Context: an optimization exercise on an open-source flow, tuned for a short achievable clock period and few clock cycles per item. The choices shown serve that exercise and are no tape-out recipe.
Function was checked by simulation only, so behaviour that the tests miss may differ from the original.
Power and IR drop assume default switching activity.

<file path="design/flow/design.v">
package dma_pkg;
  localparam int W_D           = 32;
  localparam int W_EXT_A       = 32;   
  localparam int ADDR_OFFSET   = 2;    
  localparam int W_WA          = W_EXT_A - ADDR_OFFSET;   
  localparam int W_BLEN        = 9;    
  localparam int CMD_SLOTS    = 4;
  localparam int W_OWED       = 14;
  localparam int W_QCMD       = W_WA + 1 + W_EXT_A + 1 + 1 + 2 * W_BLEN;   
  localparam int RD_BUF       = 8;     
  localparam int WR_BUF       = 4;     
  typedef logic [W_D-1:0]      data_t;
  typedef logic [W_EXT_A-1:0]  ext_addr_t;
  typedef logic [W_EXT_A:0]    word_count_t;
  typedef logic [W_BLEN-1:0]   blen_t;
  typedef logic [W_WA-1:0]     waddr_t;
  typedef logic [W_OWED-1:0]   owed_t;
  typedef struct packed {
    ext_addr_t   ext_addr;
    logic        read_enable;    
    logic        write_enable;   
    word_count_t word_size;      
  } dma_cmd_t;
  typedef struct packed {
    ext_addr_t addr;
    logic      read_enable;
    logic      write_enable;
    blen_t     word_size;
  } ext_burst_t;
  typedef struct packed {
    waddr_t      waddr;
    logic        to_bram;
    word_count_t words;
    logic        big;        
    blen_t       rem;        
    blen_t       cap;        
  } qcmd_t;
endpackage
module cmd_fifo
(
  input  logic     CLK0,
  input  logic     RST0,
  input  logic     req_valid,
  input  dma_pkg::dma_cmd_t req_cmd,
  output logic     req_ready,
  input  logic     deq,         
  output dma_pkg::qcmd_t dout,
  output logic     empty,
  output logic     busy         
);
  localparam int D = dma_pkg::CMD_SLOTS;
  logic              in_v;
  logic              in_ok;      
  dma_pkg::dma_cmd_t in_cmd;
  dma_pkg::qcmd_t    in_q;
  dma_pkg::blen_t    in_rem;
  logic [D-1:0]      fill;
  logic [D-1:0]      fill_nx;
  logic              none;
  always_ff @(posedge CLK0) begin
    if (RST0) begin
      in_v  <= 1'b0;
      in_ok <= 1'b0;
    end else begin
      in_v  <= req_valid;
      in_ok <= req_valid && (req_cmd.word_size != '0) &&
               (req_cmd.read_enable || req_cmd.write_enable);
    end
    in_cmd <= req_cmd;
  end
  assign in_rem = dma_pkg::blen_t'({1'b0, ~in_cmd.ext_addr[9:2]}) + 1'b1;
  assign in_q   = {in_cmd.ext_addr[dma_pkg::W_EXT_A-1:dma_pkg::ADDR_OFFSET],
                   in_cmd.write_enable,
                   in_cmd.word_size,
                   (in_cmd.word_size[dma_pkg::W_EXT_A:dma_pkg::W_BLEN] != '0),
                   in_rem,
                   (in_cmd.ext_addr[11:10] == 2'b11) ? in_rem : dma_pkg::blen_t'(256)};
  sr_fifo #(.W(dma_pkg::W_QCMD), .D(D)) u_q (
    .CLK0    (CLK0),
    .RST0    (RST0),
    .push    (in_ok),
    .din     (in_q),
    .pop     (deq),
    .head    (dout),
    .fill    (fill),
    .fill_nx (fill_nx),
    .none    (none)
  );
  assign empty = none;
  always_ff @(posedge CLK0) begin
    if (RST0) req_ready <= 1'b0;
    else      req_ready <= !fill_nx[D-3];
  end
  assign busy = in_v || !none;
endmodule
module burst_planner
(
  input  logic            CLK0,
  input  logic            RST0,
  input  dma_pkg::qcmd_t  cmd,
  input  logic            cmd_empty,
  output logic            cmd_deq,
  input  logic            hold,         
  input  logic            nb_free,      
  output logic            nb_load,
  output dma_pkg::waddr_t nb_addr,
  output dma_pkg::blen_t  nb_len,
  output logic            nb_to_bram,
  output logic            busy
);
  logic                 act;        
  logic                 phase;      
  logic                 to_bram;
  dma_pkg::blen_t       len_q;
  logic                 last_q;     
  logic [9:0]           al_q;       
  logic [dma_pkg::W_WA-11:0] ah_q;  
  logic                 a_cy;       
  logic [dma_pkg::W_BLEN-1:0] rl_q;           
  logic [dma_pkg::W_EXT_A-dma_pkg::W_BLEN:0] rh_q;   
  logic                 r_bw;       
  logic [10:0]          al_sum;
  logic [9:0]           rl_dif;
  dma_pkg::blen_t       cap_q;      
  dma_pkg::blen_t       rem_q;      
  logic                 big_q;      
  logic                 fits;       
  logic                 load;
  assign fits   = !big_q && (rl_q <= cap_q);
  assign al_sum = {1'b0, al_q} + 11'(len_q);
  assign rl_dif = {1'b0, rl_q} - 10'(len_q);
  assign nb_load    = act && phase && nb_free;
  assign nb_addr    = {ah_q, al_q};
  assign nb_len     = len_q;
  assign nb_to_bram = to_bram;
  assign load    = !cmd_empty && (!act || (nb_load && last_q));
  assign cmd_deq = load;
  assign busy    = act;
  always_ff @(posedge CLK0) begin
    if (RST0) begin
      act   <= 1'b0;
      phase <= 1'b0;
    end else begin
      if (load) begin
        act   <= 1'b1;
        phase <= 1'b0;
      end else if (act && !phase) begin
        if (!hold) phase <= 1'b1;
      end else if (nb_load) begin
        phase <= 1'b0;
        if (last_q) act <= 1'b0;
      end
    end
  end
  always_ff @(posedge CLK0) begin
    if (load) begin
      al_q    <= cmd.waddr[9:0];
      ah_q    <= cmd.waddr[dma_pkg::W_WA-1:10];
      a_cy    <= 1'b0;
      rl_q    <= cmd.words[dma_pkg::W_BLEN-1:0];
      rh_q    <= cmd.words[dma_pkg::W_EXT_A:dma_pkg::W_BLEN];
      r_bw    <= 1'b0;
      big_q   <= cmd.big;
      to_bram <= cmd.to_bram;
      rem_q   <= cmd.rem;
      cap_q   <= cmd.cap;
    end else if (nb_load) begin
      {a_cy, al_q} <= al_sum;
      {r_bw, rl_q} <= rl_dif;
      big_q <= (rh_q[dma_pkg::W_EXT_A-dma_pkg::W_BLEN:1] != '0) || (rh_q[0] && !rl_dif[9]);
      if (al_q[9:8] == 2'b11) rem_q <= dma_pkg::blen_t'(256);
      cap_q <= (al_q[9:8] == 2'b10) ? rem_q : dma_pkg::blen_t'(256);
    end else if (act && !phase) begin
      ah_q <= ah_q + a_cy;
      a_cy <= 1'b0;
      rh_q <= rh_q - r_bw;
      r_bw <= 1'b0;
    end
    if (act && !phase) begin
      len_q  <= fits ? rl_q : cap_q;
      last_q <= fits;
    end
  end
endmodule
module fc_nor
(
  input  logic a,
  input  logic b,
  output logic y
);
  assign y = !(a || b);
endmodule
module fc_aoi
(
  input  logic a1,
  input  logic a2,
  input  logic b,
  output logic y
);
  assign y = !((a1 && a2) || b);
endmodule
module sr_fifo #(
  parameter int W = 32,
  parameter int D = 4
) (
  input  logic         CLK0,
  input  logic         RST0,
  input  logic         push,       
  input  logic [W-1:0] din,
  input  logic         pop,        
  output logic [W-1:0] head,
  output logic [D-1:0] fill,       
  output logic [D-1:0] fill_nx,    
  output logic         none        
);
  logic [W-1:0] e [0:D-1];
  logic [D:0]   f;
  assign f = {1'b0, fill};
  always_comb begin
    fill_nx = fill;
    if (push && !pop) fill_nx = {fill[D-2:0], 1'b1};
    if (pop && !push) fill_nx = f[D:1];
  end
  always_ff @(posedge CLK0) begin
    if (RST0) begin
      fill <= '0;
      none <= 1'b1;
    end else begin
      fill <= fill_nx;
      none <= !fill_nx[0];
    end
  end
  for (genvar i = 0; i < D; i++) begin : g_e
    always_ff @(posedge CLK0) begin
      if (pop) begin
        if (i + 1 < D && f[i+1]) e[i] <= e[(i + 1 < D) ? i + 1 : i];
        else                     e[i] <= din;
      end else if (!f[i]) begin
        e[i] <= din;
      end
    end
  end
  assign head = e[0];
endmodule
module owed_count
(
  input  logic           CLK0,
  input  logic           RST0,
  input  dma_pkg::blen_t credit,
  input  dma_pkg::owed_t credit_m1,   
  input  logic           move,
  output logic           nz,        
  output logic           nz_nx,     
  output logic           high       
);
  dma_pkg::owed_t cnt;
  dma_pkg::owed_t sum0;
  dma_pkg::owed_t sum1;
  assign sum0 = cnt + dma_pkg::owed_t'(credit);
  assign sum1 = cnt + credit_m1;
  assign high = (cnt[dma_pkg::W_OWED-1:12] != 0);   
  assign nz_nx = move ? (sum0[dma_pkg::W_OWED-1:1] != '0) : (sum0 != '0);
  always_ff @(posedge CLK0) begin
    if (RST0) begin
      cnt <= '0;
      nz  <= 1'b0;
    end else begin
      cnt <= move ? sum1 : sum0;
      nz  <= nz_nx;
    end
  end
endmodule
module stream_mover
(
  input  logic       CLK0,
  input  logic       RST0,
  input  dma_pkg::blen_t credit_rd,
  input  dma_pkg::blen_t credit_wr,
  input  dma_pkg::owed_t credit_rd_m1,
  input  dma_pkg::owed_t credit_wr_m1,
  output logic       hold,
  output logic       busy,
  input  dma_pkg::data_t      ext_read_data,
  input  logic       ext_read_empty,
  output logic       ext_read_deq,
  output dma_pkg::data_t      ext_write_data,
  output logic       ext_write_enq,
  input  logic       ext_write_almost_full,
  input  dma_pkg::data_t      core_read_data,
  input  logic       core_read_empty,
  output logic       core_read_enable,
  output dma_pkg::data_t      core_write_data,
  output logic       core_write_enable,
  input  logic       core_write_almost_full
);
  localparam int DR = dma_pkg::RD_BUF;
  localparam int DW = dma_pkg::WR_BUF;
  logic          rd_nz;
  logic          rd_nz_nx;
  logic          rd_high;
  logic          rd_okn;     
  logic          rd_none;
  logic [DR-1:0] rd_fill;
  logic [DR-1:0] rd_fill_nx;
  logic          rd_deq;     
  logic          rd_cwe;
  fc_nor u_deq_gate  (.a(rd_okn),  .b(ext_read_empty),         .y(ext_read_deq));
  fc_nor u_deq_gate2 (.a(rd_okn),  .b(ext_read_empty),         .y(rd_deq));
  fc_nor u_cwe_gate  (.a(rd_none), .b(core_write_almost_full), .y(core_write_enable));
  fc_nor u_cwe_gate2 (.a(rd_none), .b(core_write_almost_full), .y(rd_cwe));
  owed_count u_rd_owed (
    .CLK0   (CLK0),
    .RST0   (RST0),
    .credit (credit_rd),
    .credit_m1 (credit_rd_m1),
    .move   (rd_deq),
    .nz     (rd_nz),
    .nz_nx  (rd_nz_nx),
    .high   (rd_high)
  );
  sr_fifo #(.W(dma_pkg::W_D), .D(DR)) u_rd_buf (
    .CLK0    (CLK0),
    .RST0    (RST0),
    .push    (rd_deq),
    .din     (ext_read_data),
    .pop     (rd_cwe),
    .head    (core_write_data),
    .fill    (rd_fill),
    .fill_nx (rd_fill_nx),
    .none    (rd_none)
  );
  logic          wr_nz;
  logic          wr_nz_nx;
  logic          wr_high;
  logic          wr_okn;
  logic          wr_none;
  logic          wr_pend;    
  logic          af_q;
  logic [DW-1:0] wr_fill;
  logic [DW-1:0] wr_fill_nx;
  logic          wr_cre;
  logic          wr_enq;
  fc_nor u_cre_gate  (.a(wr_okn), .b(core_read_empty), .y(core_read_enable));
  fc_nor u_cre_gate2 (.a(wr_okn), .b(core_read_empty), .y(wr_cre));
  fc_aoi u_enq_gate  (.a1(ext_write_almost_full), .a2(af_q), .b(wr_none), .y(ext_write_enq));
  fc_aoi u_enq_gate2 (.a1(ext_write_almost_full), .a2(af_q), .b(wr_none), .y(wr_enq));
  owed_count u_wr_owed (
    .CLK0   (CLK0),
    .RST0   (RST0),
    .credit (credit_wr),
    .credit_m1 (credit_wr_m1),
    .move   (wr_cre),
    .nz     (wr_nz),
    .nz_nx  (wr_nz_nx),
    .high   (wr_high)
  );
  sr_fifo #(.W(dma_pkg::W_D), .D(DW)) u_wr_buf (
    .CLK0    (CLK0),
    .RST0    (RST0),
    .push    (wr_pend),
    .din     (core_read_data),
    .pop     (wr_enq),
    .head    (ext_write_data),
    .fill    (wr_fill),
    .fill_nx (wr_fill_nx),
    .none    (wr_none)
  );
  logic rd_room;
  logic wr_room;
  assign rd_room = !rd_fill_nx[DR-1];
  assign wr_room = wr_cre ? !wr_fill_nx[DW-2] : !wr_fill_nx[DW-1];
  always_ff @(posedge CLK0) begin
    if (RST0) begin
      rd_okn  <= 1'b1;
      wr_okn  <= 1'b1;
      wr_pend <= 1'b0;
      af_q    <= 1'b0;
    end else begin
      rd_okn  <= !(rd_room && rd_nz_nx);
      wr_okn  <= !(wr_room && wr_nz_nx);
      wr_pend <= wr_cre;
      af_q    <= ext_write_almost_full;
    end
  end
  assign hold = rd_high || wr_high;
  assign busy = rd_nz || wr_nz || wr_pend || rd_fill[0] || wr_fill[0];
endmodule
module dma_ctrl
(
  input  logic            CLK0,
  input  logic            RST0,
  input  logic            nb_load,
  input  dma_pkg::waddr_t nb_addr,
  input  dma_pkg::blen_t  nb_len,
  input  logic            nb_to_bram,
  output logic            nb_free,
  output dma_pkg::ext_burst_t ext_burst,
  input  logic            ext_ready,
  output dma_pkg::blen_t  credit_rd,    
  output dma_pkg::blen_t  credit_wr,    
  output dma_pkg::owed_t  credit_rd_m1,  
  output dma_pkg::owed_t  credit_wr_m1,
  output logic            busy
);
  logic            sv;
  dma_pkg::waddr_t s_addr;
  dma_pkg::blen_t  s_len;
  logic            s_to_bram;
  logic            o_rd;
  logic            o_wr;
  dma_pkg::waddr_t o_addr;
  dma_pkg::blen_t  o_len;
  logic            o_free;
  dma_pkg::owed_t  o_len_m1;
  logic            s_take;
  assign o_free  = !(o_rd || o_wr) || ext_ready;
  assign s_take  = sv && o_free;
  assign nb_free = !sv;   
  assign o_len_m1 = dma_pkg::owed_t'(o_len) - 1'b1;
  assign ext_burst = {o_addr, {dma_pkg::ADDR_OFFSET{1'b0}}, o_rd, o_wr, o_len};
  always_ff @(posedge CLK0) begin
    if (RST0) begin
      sv        <= 1'b0;
      o_rd      <= 1'b0;
      o_wr      <= 1'b0;
      credit_rd <= '0;
      credit_wr <= '0;
      credit_rd_m1 <= '1;
      credit_wr_m1 <= '1;
    end else begin
      if (nb_load) sv <= 1'b1;
      else if (s_take) sv <= 1'b0;
      if (s_take) begin
        o_rd <= s_to_bram;
        o_wr <= !s_to_bram;
      end else if (ext_ready) begin
        o_rd <= 1'b0;
        o_wr <= 1'b0;
      end
      credit_rd <= (o_rd && ext_ready) ? o_len : '0;
      credit_wr <= (o_wr && ext_ready) ? o_len : '0;
      credit_rd_m1 <= (o_rd && ext_ready) ? o_len_m1 : '1;
      credit_wr_m1 <= (o_wr && ext_ready) ? o_len_m1 : '1;
    end
  end
  always_ff @(posedge CLK0) begin
    if (nb_load) begin
      s_addr    <= nb_addr;
      s_len     <= nb_len;
      s_to_bram <= nb_to_bram;
    end
    if (s_take) begin
      o_addr <= s_addr;
      o_len  <= s_len;
    end
  end
  assign busy = sv || o_rd || o_wr || (credit_rd != '0) || (credit_wr != '0);
endmodule
module dma_stream_top
(
  input  logic       CLK0,
  input  logic       RST0,
  input  dma_pkg::dma_cmd_t   req_cmd,
  input  logic       req_valid,
  output logic       req_ready,
  output logic       req_busy,
  output dma_pkg::ext_burst_t ext_burst,
  input  logic       ext_ready,
  input  dma_pkg::data_t      ext_read_data,
  input  logic       ext_read_empty,
  output logic       ext_read_deq,
  output dma_pkg::data_t      ext_write_data,
  output logic       ext_write_enq,
  input  logic       ext_write_almost_full,
  input  dma_pkg::data_t      core_read_data,
  input  logic       core_read_empty,
  output logic       core_read_enable,
  output dma_pkg::data_t      core_write_data,
  output logic       core_write_enable,
  input  logic       core_write_almost_full
);
  dma_pkg::qcmd_t  head_cmd;
  logic            cmd_empty;
  logic            cmd_deq;
  logic            hold;
  logic            nb_free;
  logic            nb_load;
  dma_pkg::waddr_t nb_addr;
  dma_pkg::blen_t  nb_len;
  logic            nb_to_bram;
  dma_pkg::blen_t  credit_rd;
  dma_pkg::blen_t  credit_wr;
  dma_pkg::owed_t  credit_rd_m1;
  dma_pkg::owed_t  credit_wr_m1;
  logic            busy_q;
  logic            busy_p;
  logic            busy_c;
  logic            busy_m;
  cmd_fifo u_cmd_fifo (
    .CLK0      (CLK0),
    .RST0      (RST0),
    .req_valid (req_valid),
    .req_cmd   (req_cmd),
    .req_ready (req_ready),
    .deq       (cmd_deq),
    .dout      (head_cmd),
    .empty     (cmd_empty),
    .busy      (busy_q)
  );
  burst_planner u_burst_planner (
    .CLK0       (CLK0),
    .RST0       (RST0),
    .cmd        (head_cmd),
    .cmd_empty  (cmd_empty),
    .cmd_deq    (cmd_deq),
    .hold       (hold),
    .nb_free    (nb_free),
    .nb_load    (nb_load),
    .nb_addr    (nb_addr),
    .nb_len     (nb_len),
    .nb_to_bram (nb_to_bram),
    .busy       (busy_p)
  );
  dma_ctrl u_dma_ctrl (
    .CLK0       (CLK0),
    .RST0       (RST0),
    .nb_load    (nb_load),
    .nb_addr    (nb_addr),
    .nb_len     (nb_len),
    .nb_to_bram (nb_to_bram),
    .nb_free    (nb_free),
    .ext_burst  (ext_burst),
    .ext_ready  (ext_ready),
    .credit_rd  (credit_rd),
    .credit_wr  (credit_wr),
    .credit_rd_m1 (credit_rd_m1),
    .credit_wr_m1 (credit_wr_m1),
    .busy       (busy_c)
  );
  stream_mover u_stream_mover (
    .CLK0                   (CLK0),
    .RST0                   (RST0),
    .credit_rd              (credit_rd),
    .credit_wr              (credit_wr),
    .credit_rd_m1           (credit_rd_m1),
    .credit_wr_m1           (credit_wr_m1),
    .hold                   (hold),
    .busy                   (busy_m),
    .ext_read_data          (ext_read_data),
    .ext_read_empty         (ext_read_empty),
    .ext_read_deq           (ext_read_deq),
    .ext_write_data         (ext_write_data),
    .ext_write_enq          (ext_write_enq),
    .ext_write_almost_full  (ext_write_almost_full),
    .core_read_data         (core_read_data),
    .core_read_empty        (core_read_empty),
    .core_read_enable       (core_read_enable),
    .core_write_data        (core_write_data),
    .core_write_enable      (core_write_enable),
    .core_write_almost_full (core_write_almost_full)
  );
  always_ff @(posedge CLK0) begin
    if (RST0) req_busy <= 1'b0;
    else      req_busy <= busy_q || busy_p || busy_c || busy_m;
  end
endmodule
</file>
<file path="design/flow/run.sh">
#!/bin/bash
# synth_recipe.tcl (not shown) runs the flow's synth.tcl, then flattens the netlist and writes it again
# the make line also repeats each setting of config.mk as NAME=value (left out here)
make -C /OpenROAD-flow-scripts/flow DESIGN_CONFIG=/design/flow/config.mk WORK_HOME=/design/flow/orfs CLKGATE_MAP_FILE= SYNTH_SCRIPT=/design/flow/synth_recipe.tcl finish
</file>
<file path="design/flow/config.mk">
export PLATFORM = sky130hd
export DESIGN_NAME = dma_stream_top
export DESIGN_NICKNAME = dma_stream_top
export VERILOG_FILES = /design/flow/design.v
export SDC_FILE = /design/flow/constraint.sdc
export NUM_CORES = 4
export LEC_CHECK = 0
export ABC_CLOCK_PERIOD_IN_PS = 1000
export CAP_MARGIN = 20
export CORE_MARGIN = 2
export CORE_UTILIZATION = 50
export SETUP_SLACK_MARGIN = 3.3
export SLEW_MARGIN = 20
export SYNTH_HIERARCHICAL = 1
export SYNTH_MINIMUM_KEEP_SIZE = 0
</file>
<file path="design/flow/constraint.sdc">
create_clock -name core_clock -period 5.5 [get_ports {CLK0}]
set_input_delay 1.1000 -clock core_clock [delete_from_list [all_inputs] [get_ports {CLK0}]]
set_output_delay 1.1000 -clock core_clock [all_outputs]
set_load 0.01 [all_outputs]
</file>
==> results.toml, run 1 <==
[grt]
grtUsageMet3 = 0.0368
antenna_found_initial = 2
grt_max_degree = 97
use_met2 = 0.385
grt_use_met1 = 0.281
grt_pass1_wl_mm = 167
overflow = 0
top_usage_layer = "met2"
groute.usage.overall = 0.220
grt_pass1_vias = 29942

[placement]
io_buffer_count = 247
dpl.hpwl_mm = 65.5
routabilityCongestion = 0.819
dp_slack_ps = 1560

[yosys]
postSynthAreaPerCell_um2 = 12.7
synth_cells = 3665
syn-cell-area_mm2 = 0.0465
yosys_warnings = 18

[floorplanning]
die_width_um = 309
die_h_um = 309
start_util = 0.506
coreArea_mm2 = 0.0919
rows = 111
num_io_pins = 252
dieArea_mm2 = 0.0955

[cts]
cts_buffers = 113
htreeDepth = 3
ctsLongestPathBuffers = 3
clock_latency_ps = 700
cts_root_buf = "clkbuf_16"
clk_pin_slew_ps = 60
cts.sinks = 1054
cts_tree = "built"
holdBufCountCts = 0

[setup_path]
reg2reg_depth = 7
worstSetupEndpointType = "output port"
cp_max_fo = 3
path_class = "in -> out"
start_kind = "input port"
arrival_ps = 1430
worstPathRequired_ps = 4400

[timing]
fmax_ghz = 0.396
hold_slack_ps = 418
slew_headroom = 0.444
fin_skew_ps = 23.0
hold_viol_final = 0
finalSetupTns_ps = 0
period_minus_slack_ps = 2530
setup_viol = 0
worstMarginPinSlew_ps = 830
rsz0062_at_grt = "yes"
final.period_utilization = 0.460
slew_viol_final = 0
setup_slack_ps = 2970

[cells_and_area]
diodes = 0
fillerInstances = 7388
syn_to_final_growth_pct = 18.0
fin_util = 0.597
layout.nets = 4151
seq_area_mm2 = 0.0243
layout-drive-gt1-share = 0.227
multi_input_area_mm2 = 0.0214

[detailed_routing]
num_vias = 28980
wirelength_mm = 109
ant_nets = 0
drt_iter0_drc = 1560
drtPass1Iterations = 5
via_per_inst = 5.50
post_drt_wl_per_cell_um = 20.7
drc = 0

[status]
outcome = "timing/DRC/antenna clean"

[min_path]
hold_path_depth = 0
hold_class = "reg -> reg"

[power_and_ir_drop]
powerDensity_mw_per_mm2 = 453
total_power_w = 0.0249
p_leak_nw = 20.1
vdd_drop_max_uv = 315

[run]
drv_cap = 0
final cells by class:
class | count | share of cell area
clock buffers | 164 | 0.0613
clock inverters | 51 | 0.0107
inverters | 77 | 0.00574
multi-input cells | 2311 | 0.389
flip-flops and latches | 1054 | 0.443
well taps | 1243 | 0.0283
repair buffers | 369 | 0.0607
repair inverters | 3 | 0.000524
per-stage QoR:
stage	cells	instance area (µm²)
after floorplan	3666	46700
after global placement	4962	49600
after detailed placement	4962	49600
after CTS	5224	54000
after global routing	5272	54900
final	5272	54900
cell usage in the layout, fill, tap and decap left out, types with 28 or more instances in the layout:
cell             count
a21oi_1             48
buf_2               96
buf_4               87
buf_6               28
clkbuf_16          126
clkdlybuf4s50_1    131
dfxtp_1            706
edfxtp_1           319
ha_1                56
inv_1               71
mux2_2             207
mux2_4              78
mux2i_1           1005
nand2_1            140
nor2_1              89
nor3_1              35
o21ai_0             74
xnor2_1             50
xor2_1              31
worst max-delay path: stages:
cell and delay, ps:
buf_8 100, a21oi_4 110, buf_6 120
per-layer routing:
layer | share of wire | vias up
li1 | - | 13957
met1 | 0.44 | 14312
met2 | 0.49 | 530
met3 | 0.038 | 177
met4 | 0.024 | 4
met5 | 0.00031 | -
power breakdown:
group	internal [W]	switching (W)	leakage, nW
Combinational	0.00282	0.00330	8.90
Sequential	0.00990	0.000968	9.29
Clock	0.00474	0.00317	1.95
Total	0.0175	0.00743	20.1
worst paths after layout:
kind                                 from  slack, ps                       end
setup / recovery    ext_write_almost_full       2970             ext_write_enq
hold / removal        u_dma_ctrl.s_len[6]        420       u_dma_ctrl.o_len[6]
setup reg to reg  u_burst_planner.rl_q[1]       3280  u_burst_planner.len_q[7]
hold reg to reg       u_dma_ctrl.s_len[6]        420       u_dma_ctrl.o_len[6]
flip-flops by register name, indices dropped and copies added, names as in the netlist, 14 cells and up:
register	cells
u_stream_mover.u_wr_owed.cnt	14
u_burst_planner.ah_q	20
u_cmd_fifo.u_q.e	332
u_stream_mover.u_rd_owed.cnt	14
u_stream_mover.u_rd_buf.e	256
u_dma_ctrl.o_addr	30
u_stream_mover.u_wr_buf.e	128
u_dma_ctrl.s_addr	30
u_burst_planner.rh_q	24
u_cmd_fifo.in_cmd	64
repair_timing:
action	4_1_cts	5_1_grt
setup endpoints to repair	1073	574
pin swaps	28	51
setup buffers	39	37
gates cloned	8	11
resized for setup	586	117
Testbench counts, summed over its fixed seeds: cycles 17,374, words 25,338.
==> run 2, diff against run 1 <==
--- a/design/flow/design.v
+++ b/design/flow/design.v
@@ -8,6 +8,6 @@
   localparam int W_OWED       = 14;
   localparam int W_QCMD       = W_WA + 1 + W_EXT_A + 1 + 1 + 2 * W_BLEN;   
-  localparam int RD_BUF       = 8;     
-  localparam int WR_BUF       = 4;     
+  localparam int RD_BUF       = 12;     
+  localparam int WR_BUF       = 8;     
   typedef logic [W_D-1:0]      data_t;
   typedef logic [W_EXT_A-1:0]  ext_addr_t;
@@ -336,5 +336,4 @@
   logic          wr_none;
   logic          wr_pend;    
-  logic          af_q;
   logic [DW-1:0] wr_fill;
   logic [DW-1:0] wr_fill_nx;
@@ -343,6 +342,5 @@
   fc_nor u_cre_gate  (.a(wr_okn), .b(core_read_empty), .y(core_read_enable));
   fc_nor u_cre_gate2 (.a(wr_okn), .b(core_read_empty), .y(wr_cre));
-  fc_aoi u_enq_gate  (.a1(ext_write_almost_full), .a2(af_q), .b(wr_none), .y(ext_write_enq));
-  fc_aoi u_enq_gate2 (.a1(ext_write_almost_full), .a2(af_q), .b(wr_none), .y(wr_enq));
+  assign ext_write_enq = wr_enq;
   owed_count u_wr_owed (
     .CLK0   (CLK0),
@@ -375,10 +373,10 @@
       wr_okn  <= 1'b1;
       wr_pend <= 1'b0;
-      af_q    <= 1'b0;
+      wr_enq  <= 1'b0;
     end else begin
       rd_okn  <= !(rd_room && rd_nz_nx);
       wr_okn  <= !(wr_room && wr_nz_nx);
       wr_pend <= wr_cre;
-      af_q    <= ext_write_almost_full;
+      wr_enq  <= wr_fill_nx[0] && !ext_write_almost_full;
     end
   end
--- a/design/flow/config.mk
+++ b/design/flow/config.mk
@@ -6,5 +6,5 @@
 export NUM_CORES = 4
 export LEC_CHECK = 0
-export ABC_CLOCK_PERIOD_IN_PS = 1000
+export ABC_CLOCK_PERIOD_IN_PS = 1500
 export CAP_MARGIN = 20
 export CORE_MARGIN = 2
==> run 2 against run 1 <==
Critical path depth down 2. Clock power up about 20%. Design area up 22%. Fmax down 0.46%. Combinational power up 11%. Sequential share of layout area about the same. Power up 18%. Sequential power up 21%. Register-to-register slack worse by 60 ps. Die area up 24%. Critical endpoint is now ext_burst[5].
==> results.toml, run 2 <==
[cts]
cts_tree = "built"
cts_root_buf = "clkbuf_16"
htreeDepth = 4
cts_buffers = 145
clk_pin_slew_ps = 60
cts.sinks = 1317
clock_latency_ps = 740
ctsLongestPathBuffers = 3

[power_and_ir_drop]
clkPwrFrac = 0.323
p_switching_w = 0.00857
seq_power_share = 0.447
switching_share = 0.291
p_int_w = 0.0209
powerDensity_mw_per_mm2 = 441
vdd_drop_max_uv = 309
p_leak_nw = 24.0
p_comb_frac = 0.230
total_power_w = 0.0294

[placement]
dp_slack_ps = 1550
routabilityCongestion = 0.826
io_buffer_count = 247
dpl.hpwl_mm = 75.5

[cells_and_area]
reg.largest.list = "u_stream_mover.u_rd_buf.e x384, u_cmd_fifo.u_q.e x332, u_stream_mover.u_wr_buf.e x256"
top_register = "u_stream_mover.u_rd_buf.e"
layout.nets = 4989
layout-drive-gt1-share = 0.195
final_common_cell = "mux2i_1"
final_cell_mix = "mux2i_1, dfxtp_1, edfxtp_1"
largest_reg_flops = 384
syn_to_final_growth_pct = 15.9

[floorplanning]
die_width_um = 344
dieArea_mm2 = 0.118
start_util = 0.504
coreArea_mm2 = 0.114
die_h_um = 344
num_io_pins = 252
rows = 124

[run]
drv_cap = 0

[yosys]
synth_cells = 4570
postSynthAreaPerCell_um2 = 12.6
yosys_warnings = 18
syn-cell-area_mm2 = 0.0577

[timing]
fin_skew_ps = 22.6
period_minus_slack_ps = 2540
final.period_utilization = 0.462
rsz0062_at_grt = "yes"
fmax_ghz = 0.394
finalSetupTns_ps = 0
slew_viol_final = 0
slew_headroom = 0.259
worstMarginPinSlew_ps = 1110
setup_slack_ps = 2960
setup_viol = 0
hold_viol_final = 0

[setup_path]
arrival_ps = 1440
cp_max_fo = 7
reg2reg_to = "u_stream_mover.rd_okn"
endpoint = "ext_burst[5]"
crit_chain = "buf_6"
r2r-start = "u_stream_mover.u_rd_owed.cnt[0]"
cp_top_family = "flip-flops"
reg2reg_depth = 9
crit_buf_inv = 1
startpoint = "u_dma_ctrl.o_len[5]"
cpPeakStageDelay_ps = 520
slowest_stage = "edfxtp_1"
path_class = "reg -> out"
path_depth = 1
worstPathRequired_ps = 4400
worstSetupEndpointType = "output port"
rrSetupSlack_ps = 3220
start_kind = "flip-flop"

[detailed_routing]
num_vias = 34836
ant_nets = 0
via_per_inst = 5.44
drc = 0
drtPass1Iterations = 5
wirelength_mm = 129
post_drt_wl_per_cell_um = 20.2
drt_iter0_drc = 1523

[grt]
grt_pass1_wl_mm = 201
overflow = 0
antenna_found_initial = 6
grt_max_degree = 131
groute.usage.overall = 0.215
grt_pass1_vias = 34879

[min_path]
hold_class = "reg -> reg"
min_from = "u_dma_ctrl.s_addr[10]"

[status]
outcome = "timing/DRC/antenna clean"
[run 2: worst min-delay path by stage]
stage,slack [ps],cells past startpoint,end
3_3_place_gp,400,0,u_dma_ctrl.o_addr[10]
3_5_place_dp,400,0,u_dma_ctrl.o_addr[10]
4_1_cts,420,0,u_dma_ctrl.o_len[3]
5_1_grt,420,0,u_dma_ctrl.o_addr[10]
6_report,420,0,u_dma_ctrl.o_addr[10]
2_1_floorplan,400,0,u_burst_planner.to_bram
[run 2: metrics by stage]
stage                      util  std cells  instance area, µm²  hold slack, ps
after floorplan               -       4571               57800             400
after global placement    0.531       6048               60700             401
after detailed placement  0.531       6048               60700             405
after CTS                 0.577       6368               66000             418
after global routing      0.584       6400               66800             422
final                     0.584       6400               66800             418
[run 2: power groups by stage]
stage	sequential, W	clock [W]	combinational, W
after floorplan	0.0129	0	0.00506
after global placement	0.0133	0	0.00624
after detailed placement	0.0133	0	0.00633
final	0.0132	0.00950	0.00677
after CTS	0.0132	0.00976	0.00660
after global routing	0.0134	0.0101	0.00744
[run 2: layer usage]
metal	track usage	vias up	wire length (µm)
met4	0.0583	2	2490
met1	0.298	17126	62000
met5	0	-	7
met2	0.351	486	60200
met3	0.0317	174	4330
li1	-	17048	-
[run 2: layout make-up]
cell class                      count  area (µm²)
Fill cell                        9453       47500
Sequential cell                  1317       29600
Multi-Input combinational cell   2847       26800
Clock buffer                      218        4310
Timing Repair Buffer              370        3440
Tap cell                         1512        1890
Clock inverter                     49         379
Inverter                           84         342
Timing Repair inverter              2        17.5
Antenna cell                        1        2.50
[run 2: what timing repair did]
item | in CTS | in global routing
resized for setup | 615 | 108
hold buffers | 0 | 0
setup endpoints to repair | 1061 | 506
cloned | 13 | 6
setup buffers | 40 | 25
pin swaps | 43 | 37
Testbench counts of run 2, summed over its fixed seeds: cycles 17,393, words 25,338.
==> run 3, diff against run 2 <==
--- a/design/flow/config.mk
+++ b/design/flow/config.mk
@@ -9,5 +9,5 @@
 export CAP_MARGIN = 20
 export CORE_MARGIN = 2
-export CORE_UTILIZATION = 50
+export CORE_UTILIZATION = 35
 export SETUP_SLACK_MARGIN = 3.3
 export SLEW_MARGIN = 20
==> run 3 against run 2 <==
Synthesized area is the same. Utilization shrank 17 points. Via count shrank 0.13%. Die area grew 42%. Sequential share of layout area shrank 0.72 points. Fmax grew 0.42%. Clock power grew 6%. Wire length grew 0.69%. Non-clock buffer count shrank 15. Global-route usage shrank 6.2 points. Synthesized cell count is the same. Sequential power is essentially flat. Critical path type unchanged. Largest power group unchanged.
==> results.toml, run 3 <==
[timing]
slew_headroom = 0.300
worstMarginPinSlew_ps = 1050
period_minus_slack_ps = 2530
rsz0062_at_grt = "yes"
finalSetupTns_ps = 0
fin_skew_ps = 26.2
fmax_ghz = 0.395
slew_viol_final = 0
hold_viol_final = 0
final.period_utilization = 0.460
setup_slack_ps = 2970
setup_viol = 0

[yosys]
postSynthAreaPerCell_um2 = 12.6
syn-cell-area_mm2 = 0.0577
synth_cells = 4570
yosys_warnings = 18

[placement]
dp_slack_ps = 1600
dpl.hpwl_mm = 75.3
routabilityCongestion = 0.800
io_buffer_count = 247

[power_and_ir_drop]
p_leak_nw = 24.2
total_power_w = 0.0300
powerDensity_mw_per_mm2 = 441
vdd_drop_max_uv = 355

[cells_and_area]
top_register = "u_stream_mover.u_rd_buf.e"
fillerInstances = 15175
syn_to_final_growth_pct = 17.8
final_common_cell = "mux2i_1"
layout-drive-gt1-share = 0.194
reg.largest.list = "u_stream_mover.u_rd_buf.e x384, u_cmd_fifo.u_q.e x332, u_stream_mover.u_wr_buf.e x256"
largest_reg_flops = 384
layout.nets = 4980
final_cell_mix = "mux2i_1, dfxtp_1, edfxtp_1"

[cts]
cts.sinks = 1317
cts_tree = "built"
cts_buffers = 151
ctsLongestPathBuffers = 3
htreeDepth = 4
clock_latency_ps = 780
holdBufCountCts = 0
clk_pin_slew_ps = 60
cts_root_buf = "clkbuf_16"

[status]
outcome = "timing/DRC/antenna clean"

[detailed_routing]
num_vias = 34789
ant_nets = 0
drt_iter0_drc = 1705
drc = 0
drtPass1Iterations = 4
wirelength_mm = 130
via_per_inst = 4.93
post_drt_wl_per_cell_um = 18.4

[setup_path]
worstSetupEndpointType = "output port"
cp_max_fo = 1
slowest_stage = "edfxtp_1"
start_kind = "flip-flop"
crit_chain = "buf_2"
cpPeakStageDelay_ps = 450
cp_top_family = "flip-flops"
path_class = "reg -> out"
crit_buf_inv = 1
worstPathRequired_ps = 4400
arrival_ps = 1430

[grt]
antenna_found_initial = 3
groute.usage.overall = 0.153
grt_max_degree = 108
overflow = 0
grt_pass1_wl_mm = 205
grt_pass1_vias = 35601

[run]
drv_cap = 0

[floorplanning]
dieArea_mm2 = 0.168
die_width_um = 410
rows = 148
num_io_pins = 252
die_h_um = 410
coreArea_mm2 = 0.163
start_util = 0.354

[min_path]
hold_class = "reg -> reg"
-- run 3: cell count changes in the layout (fill, tap and decap cells not counted), sizes merged, moves of 2 or more --
| cell | change |
|---|---|
| buf | -12 |
| clkinvlp | +2 |
| bufbuf | +2 |
| clkinv | -10 |
| inv | +3 |
| clkbuf | +15 |
-- run 3: cell type report --
class	instances	area (µm²)	area share
Antenna cell	1	2.50	0.0000368
Clock buffer	238	4570	0.0673
Clock inverter	43	529	0.00779
Inverter	84	332	0.00488
Multi-Input combinational cell	2846	26700	0.393
Sequential cell	1317	29600	0.436
Tap cell	2175	2720	0.0401
Timing Repair Buffer	355	3390	0.0500
Timing Repair inverter	3	26.3	0.000387
-- run 3: worst paths after layout --
kind                                         start               endpoint  slack, ps  cells past startpoint
setup reg to reg   u_stream_mover.u_wr_owed.cnt[0]  u_stream_mover.wr_okn       3250                      9
hold / removal                 u_dma_ctrl.s_len[7]    u_dma_ctrl.o_len[7]        420                      0
setup / recovery  u_stream_mover.u_rd_buf.e[0][23]    core_write_data[23]       2970                      1
hold reg to reg                u_dma_ctrl.s_len[7]    u_dma_ctrl.o_len[7]        420                      0
-- run 3: per-layer routing --
layer  vias to the layer above  share of wire  global-route usage
li1                      17045              -                   -
met4                         2          0.021              0.0459
met2                       469           0.46               0.248
met3                       177          0.043              0.0341
met1                     17096           0.48               0.203
met5                         -        0.00014                   0
-- run 3: through the flow --
step | std cells | utilization | hold slack [ps] | instance area, µm²
final | 7062 | 0.416 | 416 | 67900
after global placement | 6706 | 0.377 | 402 | 61500
after global routing | 7061 | 0.416 | 422 | 67900
after CTS | 7041 | 0.413 | 408 | 67400
after detailed placement | 6707 | 0.377 | 405 | 61500
after floorplan | 4571 | - | 400 | 57800
-- run 3: timing repair --
item / in CTS / in global routing
buffers inserted: 38 / 18
gates resized for setup: 664 / 82
cloned: 15 / 1
pin swaps: 40 / 34
endpoints found under the setup margin: 973 / 316
-- run 3: power breakdown --
part / total (W) / internal [W] / switching [W]
combinational: 0.00677 / 0.00311 / 0.00366
clock: 0.0101 / 0.00599 / 0.00412
sequential: 0.0131 / 0.0121 / 0.000994
total: 0.0300 / 0.0212 / 0.00877
==> run 4, diff against run 3 <==
--- a/design/flow/design.v
+++ b/design/flow/design.v
@@ -200,7 +200,19 @@
   assign y = !((a1 && a2) || b);
 endmodule
+module port_reg #(
+  parameter int W = 1
+) (
+  input  logic         CLK0,
+  input  logic [W-1:0] d,
+  output logic [W-1:0] q
+);
+  always_ff @(posedge CLK0) begin
+    q <= d;
+  end
+endmodule
 module sr_fifo #(
   parameter int W = 32,
-  parameter int D = 4
+  parameter int D = 4,
+  parameter bit OUTREG = 1'b0    
 ) (
   input  logic         CLK0,
@@ -231,15 +243,24 @@
     end
   end
+  logic [W-1:0] e_nx [0:D-1];
   for (genvar i = 0; i < D; i++) begin : g_e
-    always_ff @(posedge CLK0) begin
+    always_comb begin
+      e_nx[i] = e[i];
       if (pop) begin
-        if (i + 1 < D && f[i+1]) e[i] <= e[(i + 1 < D) ? i + 1 : i];
-        else                     e[i] <= din;
+        if (i + 1 < D && f[i+1]) e_nx[i] = e[(i + 1 < D) ? i + 1 : i];
+        else                     e_nx[i] = din;
       end else if (!f[i]) begin
-        e[i] <= din;
+        e_nx[i] = din;
       end
     end
+    always_ff @(posedge CLK0) begin
+      e[i] <= e_nx[i];
+    end
+  end
+  if (OUTREG) begin : g_out
+    port_reg #(.W(W)) u_head (.CLK0(CLK0), .d(e_nx[0]), .q(head));
+  end else begin : g_noout
+    assign head = e[0];
   end
-  assign head = e[0];
 endmodule
 module owed_count
@@ -319,5 +340,5 @@
     .high   (rd_high)
   );
-  sr_fifo #(.W(dma_pkg::W_D), .D(DR)) u_rd_buf (
+  sr_fifo #(.W(dma_pkg::W_D), .D(DR), .OUTREG(1'b1)) u_rd_buf (
     .CLK0    (CLK0),
     .RST0    (RST0),
@@ -353,5 +374,5 @@
     .high   (wr_high)
   );
-  sr_fifo #(.W(dma_pkg::W_D), .D(DW)) u_wr_buf (
+  sr_fifo #(.W(dma_pkg::W_D), .D(DW), .OUTREG(1'b1)) u_wr_buf (
     .CLK0    (CLK0),
     .RST0    (RST0),
@@ -410,4 +431,10 @@
   dma_pkg::blen_t  o_len;
   logic            o_free;
+  logic            o_rd_nx;
+  logic            o_wr_nx;
+  logic            p_rd;
+  logic            p_wr;
+  dma_pkg::waddr_t p_addr;
+  dma_pkg::blen_t  p_len;
   dma_pkg::owed_t  o_len_m1;
   logic            s_take;
@@ -416,5 +443,13 @@
   assign nb_free = !sv;   
   assign o_len_m1 = dma_pkg::owed_t'(o_len) - 1'b1;
-  assign ext_burst = {o_addr, {dma_pkg::ADDR_OFFSET{1'b0}}, o_rd, o_wr, o_len};
+  assign ext_burst = {p_addr, {dma_pkg::ADDR_OFFSET{1'b0}}, p_rd, p_wr, p_len};
+  assign o_rd_nx = !RST0 && (s_take ? s_to_bram  : (o_rd && !ext_ready));
+  assign o_wr_nx = !RST0 && (s_take ? !s_to_bram : (o_wr && !ext_ready));
+  port_reg #(.W(2)) u_p_en (.CLK0(CLK0), .d({o_rd_nx, o_wr_nx}), .q({p_rd, p_wr}));
+  port_reg #(.W(dma_pkg::W_WA + dma_pkg::W_BLEN)) u_p_burst (
+    .CLK0 (CLK0),
+    .d    (s_take ? {s_addr, s_len} : {o_addr, o_len}),
+    .q    ({p_addr, p_len})
+  );
   always_ff @(posedge CLK0) begin
     if (RST0) begin
@@ -429,11 +464,6 @@
       if (nb_load) sv <= 1'b1;
       else if (s_take) sv <= 1'b0;
-      if (s_take) begin
-        o_rd <= s_to_bram;
-        o_wr <= !s_to_bram;
-      end else if (ext_ready) begin
-        o_rd <= 1'b0;
-        o_wr <= 1'b0;
-      end
+      o_rd <= o_rd_nx;
+      o_wr <= o_wr_nx;
       credit_rd <= (o_rd && ext_ready) ? o_len : '0;
       credit_wr <= (o_wr && ext_ready) ? o_len : '0;
--- a/design/flow/config.mk
+++ b/design/flow/config.mk
@@ -9,5 +9,5 @@
 export CAP_MARGIN = 20
 export CORE_MARGIN = 2
-export CORE_UTILIZATION = 35
+export CORE_UTILIZATION = 50
 export SETUP_SLACK_MARGIN = 3.3
 export SLEW_MARGIN = 20
==> run 4 against run 3 <==
Fmax grew 2.2%. Clock-buffer cell count is 4 higher. Power increased by 4.3%. Critical endpoint is now core_write_enable. Via count up 3.8%. Clock skew up 1.0 ps. Wire length is 1.2% higher.
==> results.toml, run 4 <==
[timing]
fin_skew_ps = 27.2
worstMarginPinSlew_ps = 1040
period_minus_slack_ps = 2480
hold_slack_ps = 432
slew_viol_final = 0
hold_viol_final = 0
setup_viol = 0
rsz0062_at_grt = "yes"
slew_headroom = 0.308
final.period_utilization = 0.450
finalSetupTns_ps = 0
fmax_ghz = 0.404

[floorplanning]
coreArea_mm2 = 0.120
start_util = 0.503
dieArea_mm2 = 0.123
die_h_um = 351
rows = 127
num_io_pins = 252
die_width_um = 351

[detailed_routing]
via_per_inst = 5.37
post_drt_wl_per_cell_um = 19.6
drtPass1Iterations = 5
ant_nets = 0
drt_iter0_drc = 1819
drc = 0
wirelength_mm = 132
num_vias = 36107

[placement]
io_buffer_count = 247
dpl.hpwl_mm = 74.9
routabilityCongestion = 0.812

[cells_and_area]
top_register = "u_stream_mover.u_rd_buf.e"
reg.largest.list = "u_stream_mover.u_rd_buf.e x384, u_cmd_fifo.u_q.e x332, u_stream_mover.u_wr_buf.e x256"
layout.nets = 5206
layout-drive-gt1-share = 0.188
syn_to_final_growth_pct = 16.8
final_common_cell = "mux2i_1"
final_cell_mix = "mux2i_1, dfxtp_1, edfxtp_1"
largest_reg_flops = 384
diodes = 0
fillerInstances = 9978

[cts]
holdBufCountCts = 0
htreeDepth = 4
ctsLongestPathBuffers = 3
clk_pin_slew_ps = 60
cts.sinks = 1422
clock_latency_ps = 740
cts_buffers = 153
cts_root_buf = "clkbuf_16"
cts_tree = "built"

[setup_path]
path_class = "in -> out"
arrival_ps = 1380
start_kind = "input port"
worstSetupEndpointType = "output port"
worstPathRequired_ps = 4400
cp_max_fo = 2

[grt]
grt_max_degree = 148
groute.usage.overall = 0.207
overflow = 0
antenna_found_initial = 4
grt_pass1_wl_mm = 204
grt_pass1_vias = 36015

[power_and_ir_drop]
powerDensity_mw_per_mm2 = 445
p_leak_nw = 25.3
vdd_drop_max_uv = 303

[run]
drv_cap = 0

[yosys]
syn-cell-area_mm2 = 0.0602
postSynthAreaPerCell_um2 = 12.6
synth_cells = 4793
yosys_warnings = 28

[min_path]
hold_class = "reg -> reg"

[status]
outcome = "timing/DRC/antenna clean"
run 4: per-layer routing:
layer	part of all wire	vias to the layer above	GRT usage
li1	-	17740	-
met1	0.48	17667	0.285
met2	0.47	505	0.341
met3	0.031	193	0.0310
met4	0.020	2	0.0554
met5	0.000099	-	0
run 4: per-stage QoR:
step	cell area [µm²]	worst slack (ps)	std cells	utilization	power (W)
detailed placement	63300	1980	6353	0.529	0.0208
CTS	69200	2970	6674	0.578	0.0313
global route	70200	2990	6719	0.587	0.0329
global placement	63300	1970	6353	0.529	0.0207
floorplan	60300	2990	4794	-	0.0190
finish	70200	3020	6719	0.587	0.0313
run 4: area by class of cell:
| class | instances | area [µm²] | area share |
|---|---|---|---|
| Clock buffer | 242 | 4580 | 0.0652 |
| Clock inverter | 36 | 377 | 0.00536 |
| Timing Repair Buffer | 372 | 3870 | 0.0552 |
| Timing Repair inverter | 4 | 37.5 | 0.000534 |
| Multi-Input combinational cell | 2946 | 27800 | 0.396 |
| Sequential cell | 1422 | 31200 | 0.444 |
| Inverter | 85 | 349 | 0.00497 |
| Tap cell | 1612 | 2020 | 0.0287 |
run 4: power breakdown:
part	internal [W]	switching (W)
registers	0.0130	0.00109
clock network	0.00594	0.00411
logic	0.00337	0.00379
total	0.0223	0.00899
run 4: repair_timing:
| action | in CTS | in global routing |
|---|---|---|
| setup buffers | 32 | 36 |
| gates cloned | 11 | 9 |
| endpoints found under the setup margin | 1241 | 471 |
| pin swaps | 36 | 51 |
| gates resized for setup | 692 | 135 |
run 4: final timing paths:
| kind | startpoint | to | slack [ps] | cells past startpoint |
|---|---|---|---|---|
| hold reg to reg | u_dma_ctrl.s_len[8] | u_dma_ctrl.o_len[8] | 430 | 0 |
| hold / removal | u_dma_ctrl.s_len[8] | u_dma_ctrl.o_len[8] | 430 | 0 |
| setup reg to reg | u_stream_mover.u_rd_buf.none | u_stream_mover.u_rd_buf.fill[2] | 3240 | 6 |
| setup / recovery | core_write_almost_full | core_write_enable | 3020 | 3 |
run 4: critical path, stage by stage:
cell and delay, ps:
buf_8 100, nor2_4 70, buf_6 100
Testbench counts of run 4, summed over its fixed seeds: cycles 17,393, words 25,338.
==> run 5, diff against run 4 <==
--- a/design/flow/config.mk
+++ b/design/flow/config.mk
@@ -9,5 +9,5 @@
 export CAP_MARGIN = 20
 export CORE_MARGIN = 2
-export CORE_UTILIZATION = 50
+export CORE_UTILIZATION = 65
 export SETUP_SLACK_MARGIN = 3.3
 export SLEW_MARGIN = 20
==> run 5 against run 4 <==
Still clean on timing, DRC and antenna. Sequential share of layout area rose by 0.59 points. Register-to-register slack worse by 160 ps. Clock-buffer cell count is 20 lower. Utilization grew 17 points. Wire length is 2.5% lower. Cell count fell by 6.7%. Largest cell class unchanged.
==> results.toml, run 5 <==
[status]
outcome = "timing/DRC/antenna clean"

[min_path]
min_from = "u_cmd_fifo.u_q.e[0][52]"
hold_path_depth = 0
hold_class = "reg -> reg"
hold_end = "u_burst_planner.to_bram"

[setup_path]
reg2reg_depth = 10
arrival_ps = 1390
cp_top_family = "buffers and inverters"
cpPeakStageDelay_ps = 100
rrSetupSlack_ps = 3080
start_kind = "input port"
path_class = "in -> out"
worstSetupEndpointType = "output port"
r2r-start = "u_stream_mover.u_rd_owed.cnt[0]"
slowest_stage = "buf_8"
cp_max_fo = 2
crit_chain = "buf_8 -> nor2_4 -> buf_6"
crit_buf_inv = 2
worstPathRequired_ps = 4400
reg2reg_to = "u_stream_mover.rd_okn"

[grt]
overflow = 0
groute.usage.overall = 0.261
grt_pass1_wl_mm = 199
grt_max_degree = 137
antenna_found_initial = 2
grt_pass1_vias = 36438

[detailed_routing]
via_per_inst = 5.86
post_drt_wl_per_cell_um = 20.5
drtPass1Iterations = 5
drt_iter0_drc = 2129
drc = 0
ant_nets = 0
wirelength_mm = 128
num_vias = 36701

[timing]
worstMarginPinSlew_ps = 1100
finalSetupTns_ps = 0
fmax_ghz = 0.402
rsz0062_at_grt = "yes"
period_minus_slack_ps = 2490
setup_viol = 0
final.period_utilization = 0.453
setup_slack_ps = 3010
slew_viol_final = 0
hold_viol_final = 0
fin_skew_ps = 29.3
slew_headroom = 0.268

[cells_and_area]
layout-drive-gt1-share = 0.185
final_cell_mix = "mux2i_1, dfxtp_1, edfxtp_1"
top_register = "u_stream_mover.u_rd_buf.e"
largest_reg_flops = 384
layout.nets = 5186
syn_to_final_growth_pct = 15.1
fin_cells = 6268
reg.largest.list = "u_stream_mover.u_rd_buf.e x384, u_cmd_fifo.u_q.e x332, u_stream_mover.u_wr_buf.e x256"
final_common_cell = "mux2i_1"
fin_util = 0.756

[floorplanning]
num_io_pins = 252
rows = 111
die_width_um = 308
dieArea_mm2 = 0.0950
coreArea_mm2 = 0.0917
die_h_um = 308
start_util = 0.656

[cts]
clk_pin_slew_ps = 60
htreeDepth = 4
ctsLongestPathBuffers = 3
cts.sinks = 1422
clock_latency_ps = 740
cts_root_buf = "clkbuf_16"
cts_tree = "built"
cts_buffers = 145

[yosys]
yosys_warnings = 28
syn-cell-area_mm2 = 0.0602
synth_cells = 4793
postSynthAreaPerCell_um2 = 12.6

[placement]
routabilityCongestion = 0.843
placedCellCount = 5929
io_buffer_count = 247
dpl.hpwl_mm = 74.2
dp_slack_ps = 2020

[power_and_ir_drop]
vdd_drop_max_uv = 323
powerDensity_mw_per_mm2 = 446
p_leak_nw = 25.1
total_power_w = 0.0309

[run]
drv_cap = 0
==> run 5: metal layers <==
layer,share of wire,up-vias,GRT usage,wire length (µm)
li1,-,17689,-,-
met1,0.46,18091,0.357,59600
met2,0.47,712,0.429,60200
met3,0.045,205,0.0431,5760
met4,0.022,4,0.0749,2770
met5,0.00023,-,0,30
==> run 5: layout make-up <==
cell class                      count  area (µm²)
Sequential cell                  1422       31200
Multi-Input combinational cell   2947       27700
Fill cell                        6035       22400
Clock buffer                      222        4490
Timing Repair Buffer              360        3690
Tap cell                         1186        1480
Inverter                           85         339
Clock inverter                     42         302
Timing Repair inverter              3        23.8
Antenna cell                        1        2.50
==> run 5: where the power goes <==
part | switching (W) | internal, W
clock network | 0.00397 | 0.00576
registers | 0.00108 | 0.0130
logic | 0.00381 | 0.00331
==> run 5: repair_timing <==
| item | 4_1_cts | 5_1_grt |
|---|---|---|
| cloned | 13 | 5 |
| gates resized for setup | 677 | 132 |
| hold buffers | 0 | 0 |
| buffers inserted | 23 | 33 |
| setup endpoints to repair | 1074 | 411 |
| pin swaps | 24 | 51 |
==> run 5: worst max-delay path by stage <==
stage	startpoint	to	slack (ps)	depth (start not counted)
2_1_floorplan	ext_ready	u_dma_ctrl.o_addr[0]	2990	4
3_3_place_gp	ext_read_empty	u_stream_mover.rd_okn	2070	8
3_5_place_dp	core_write_almost_full	u_stream_mover.u_rd_buf.fill[1]	2020	6
4_1_cts	core_write_almost_full	core_write_enable	2970	3
5_1_grt	u_stream_mover.u_rd_owed.cnt[0]	u_stream_mover.rd_okn	2980	10
6_report	core_write_almost_full	core_write_enable	3010	3
==> run 5: metrics by stage <==
stage | hold slack, ps | area, µm²
5_1_grt | 450 | 69300
3_5_place_dp | 409 | 62800
2_1_floorplan | 400 | 60300
6_report | 429 | 69300
4_1_cts | 423 | 68300
3_3_place_gp | 405 | 62700
==> run 6, diff against run 5 <==
--- a/design/flow/design.v
+++ b/design/flow/design.v
@@ -9,5 +9,5 @@
   localparam int W_QCMD       = W_WA + 1 + W_EXT_A + 1 + 1 + 2 * W_BLEN;   
   localparam int RD_BUF       = 12;     
-  localparam int WR_BUF       = 8;     
+  localparam int WR_BUF       = 16;     
   typedef logic [W_D-1:0]      data_t;
   typedef logic [W_EXT_A-1:0]  ext_addr_t;
@@ -438,9 +438,11 @@
   dma_pkg::blen_t  p_len;
   dma_pkg::owed_t  o_len_m1;
+  dma_pkg::owed_t  nb_len_m1;
   logic            s_take;
   assign o_free  = !(o_rd || o_wr) || ext_ready;
   assign s_take  = sv && o_free;
   assign nb_free = !sv;   
-  assign o_len_m1 = dma_pkg::owed_t'(o_len) - 1'b1;
+  assign o_len_m1  = dma_pkg::owed_t'(o_len) - 1'b1;
+  assign nb_len_m1 = dma_pkg::owed_t'(nb_len) - 1'b1;
   assign ext_burst = {p_addr, {dma_pkg::ADDR_OFFSET{1'b0}}, p_rd, p_wr, p_len};
   assign o_rd_nx = !RST0 && (s_take ? s_to_bram  : (o_rd && !ext_ready));
@@ -467,7 +469,7 @@
       o_wr <= o_wr_nx;
       credit_rd <= (o_rd && ext_ready) ? o_len : '0;
-      credit_wr <= (o_wr && ext_ready) ? o_len : '0;
+      credit_wr <= (nb_load && !nb_to_bram) ? nb_len : '0;
       credit_rd_m1 <= (o_rd && ext_ready) ? o_len_m1 : '1;
-      credit_wr_m1 <= (o_wr && ext_ready) ? o_len_m1 : '1;
+      credit_wr_m1 <= (nb_load && !nb_to_bram) ? nb_len_m1 : '1;
     end
   end
--- a/design/flow/config.mk
+++ b/design/flow/config.mk
@@ -9,5 +9,5 @@
 export CAP_MARGIN = 20
 export CORE_MARGIN = 2
-export CORE_UTILIZATION = 65
+export CORE_UTILIZATION = 50
 export SETUP_SLACK_MARGIN = 3.3
 export SLEW_MARGIN = 20
==> run 6 against run 5 <==
Still clean. Wire length up 23%. Register-to-register slack better by 220 ps. Power up 19%. Via count up 16%. Non-clock buffer count up 20. Design area up 19%. Global-route usage down 4.8 points.
==> results.toml, run 6 <==
[grt]
grt_max_degree = 124
grt_pass1_vias = 43476
antenna_found_initial = 3
grt_pass1_wl_mm = 249
overflow = 0
groute.usage.overall = 0.214

[setup_path]
cp_max_fo = 2
reg2reg_depth = 7
reg2reg_to = "u_burst_planner.len_q[2]"
worstPathRequired_ps = 4400
start_kind = "input port"
worstSetupEndpointType = "output port"
rrSetupSlack_ps = 3300
arrival_ps = 1420
path_class = "in -> out"
r2r-start = "u_burst_planner.rl_q[3]"

[yosys]
yosys_warnings = 28
postSynthAreaPerCell_um2 = 12.5
synth_cells = 5707
syn-cell-area_mm2 = 0.0714

[timing]
fin_skew_ps = 18.0
setup_viol = 0
worstMarginPinSlew_ps = 942
slew_viol_final = 0
hold_slack_ps = 421
finalSetupTns_ps = 0
setup_slack_ps = 2980
period_minus_slack_ps = 2520
rsz0062_at_grt = "yes"
slew_headroom = 0.372
fmax_ghz = 0.397
final.period_utilization = 0.459
hold_viol_final = 0

[power_and_ir_drop]
clkPwrFrac = 0.325
vdd_drop_max_uv = 312
p_switching_w = 0.0106
p_int_w = 0.0261
p_comb_frac = 0.224
switching_share = 0.288
seq_power_share = 0.451
powerDensity_mw_per_mm2 = 446
p_leak_nw = 29.2

[placement]
io_buffer_count = 247
dpl.hpwl_mm = 90.3
routabilityCongestion = 0.810
placed_area_mm2 = 0.0746
dp_slack_ps = 1990

[detailed_routing]
post_drt_wl_per_cell_um = 20.1
ant_nets = 0
via_per_inst = 5.41
drt_iter0_drc = 1903
wirelength_mm = 158
drc = 0
drtPass1Iterations = 5
num_vias = 42584

[cells_and_area]
final_area_mm2 = 0.0822
layout.nets = 6058
reg.largest.list = "u_stream_mover.u_wr_buf.e x512, u_stream_mover.u_rd_buf.e x384, u_cmd_fifo.u_q.e x332"
layout-drive-gt1-share = 0.173
top_register = "u_stream_mover.u_wr_buf.e"
syn_to_final_growth_pct = 15.1
fillerInstances = 11834
largest_reg_flops = 512
final_cell_mix = "mux2i_1, dfxtp_1, edfxtp_1"
final_common_cell = "mux2i_1"

[floorplanning]
rows = 138
start_util = 0.504
dieArea_mm2 = 0.146
coreArea_mm2 = 0.142
die_width_um = 382
num_io_pins = 252
die_h_um = 382

[cts]
htreeDepth = 4
ctsLongestPathBuffers = 3
clk_pin_slew_ps = 60
clock_latency_ps = 790
cts_root_buf = "clkbuf_16"
cts.sinks = 1686
holdBufCountCts = 0
cts_buffers = 179
cts_tree = "built"

[min_path]
hold_class = "reg -> reg"
hold_path_depth = 0
min_from = "u_cmd_fifo.u_q.e[0][52]"
hold_end = "u_burst_planner.to_bram"

[run]
drv_cap = 0

[status]
outcome = "timing/DRC/antenna clean"
[run 6: cell type report]
class,instances,area (µm²),area share
multi-input cells,3489,33200,0.404
inverters,96,390,0.00475
repair buffers,380,3780,0.0460
repair inverters,3,25.0,0.000304
well taps,1890,2360,0.0288
clock buffers,281,5380,0.0655
diodes,1,2.50,0.0000304
flip-flops and latches,1686,36500,0.444
clock inverters,49,493,0.00600
[run 6: layer usage]
| layer | up-vias | global-route usage | part of all wire |
|---|---|---|---|
| met5 | - | 0 | 0 |
| met4 | 0 | 0.0589 | 0.021 |
| met3 | 236 | 0.0320 | 0.031 |
| met2 | 553 | 0.344 | 0.46 |
| met1 | 20891 | 0.298 | 0.49 |
| li1 | 20904 | - | - |
[run 6: how the worst max path moves through the flow]
stage,from,end,slack [ps]
after global routing,core_read_empty,core_read_enable,2970
after CTS,u_stream_mover.wr_okn,core_read_enable,2970
after global placement,core_read_empty,core_read_enable,1980
final,core_read_empty,core_read_enable,2980
after detailed placement,core_write_almost_full,u_stream_mover.u_rd_buf.e[11][18],1990
after floorplan,u_dma_ctrl.sv,u_cmd_fifo.u_q.e[0][0],3030
[run 6: power groups by stage]
stage | clock, W | sequential (W) | combinational (W)
floorplan | 0 | 0.0162 | 0.00613
global placement | 0 | 0.0167 | 0.00755
detailed placement | 0 | 0.0168 | 0.00769
CTS | 0.0123 | 0.0165 | 0.00800
global route | 0.0128 | 0.0168 | 0.00896
finish | 0.0119 | 0.0165 | 0.00820
[run 6: worst max-delay path: stages]
cell and delay (ps):
buf_6 120, nor2_4 100, buf_6 100
[run 6: timing repair]
action	in CTS	in global routing
pin swaps	23	54
gates cloned	14	1
buffers inserted	31	29
resized for setup	696	136
endpoints found under the setup margin	952	456
[run 6: through the flow]
step / total power, W / util / instances
6_report: 0.0367 / 0.580 / 7875
5_1_grt: 0.0386 / 0.580 / 7875
4_1_cts: 0.0368 / 0.574 / 7844
3_5_place_dp: 0.0245 / 0.527 / 7469
3_3_place_gp: 0.0243 / 0.527 / 7469
2_1_floorplan: 0.0223 / - / 5708
Testbench counts of run 6, summed over its fixed seeds: cycles 17,362, words 25,338.

port drivers added, routing unchanged:
How much do the figures lean on ideal ports? The routed layouts below were timed once more, with nothing changed but the port constraints. Step 1 (the two cells are an assumption about what drives the block):
set clk [get_ports {CLK0}]
set_driving_cell -lib_cell sky130_fd_sc_hd__clkbuf_16 $clk
set_driving_cell -lib_cell sky130_fd_sc_hd__buf_2 [delete_from_list [all_inputs] $clk]
Step 2, shift: input delay + t, output delay - t, t = (earliest + latest rising clock arrival at the registers) / 2. This alone moves slack from input paths to output paths. a / b / c = ideal / step 1 / step 2; a / b = the first two.
run	t, ns	slack for setup (ns)	worst slew at a driven data input, ns
run 1	0.758	2.972 / 2.924 / 2.495	0.09
run 2	0.806	2.960 / 2.885 / 2.545	0.10
run 3	0.853	2.971 / 2.894 / 2.425	0.17
run 4	0.797	3.025 / 2.982 / 2.426	0.10
run 5	0.794	3.010 / 2.972 / 2.331	0.13
run 6	0.863	2.978 / 2.946 / 2.493	0.14
After both steps setup and hold are still met in every run listed. The setup slack of run 5, which loses most, moves by -0.038 ns with the drivers and by -0.679 ns with both steps.
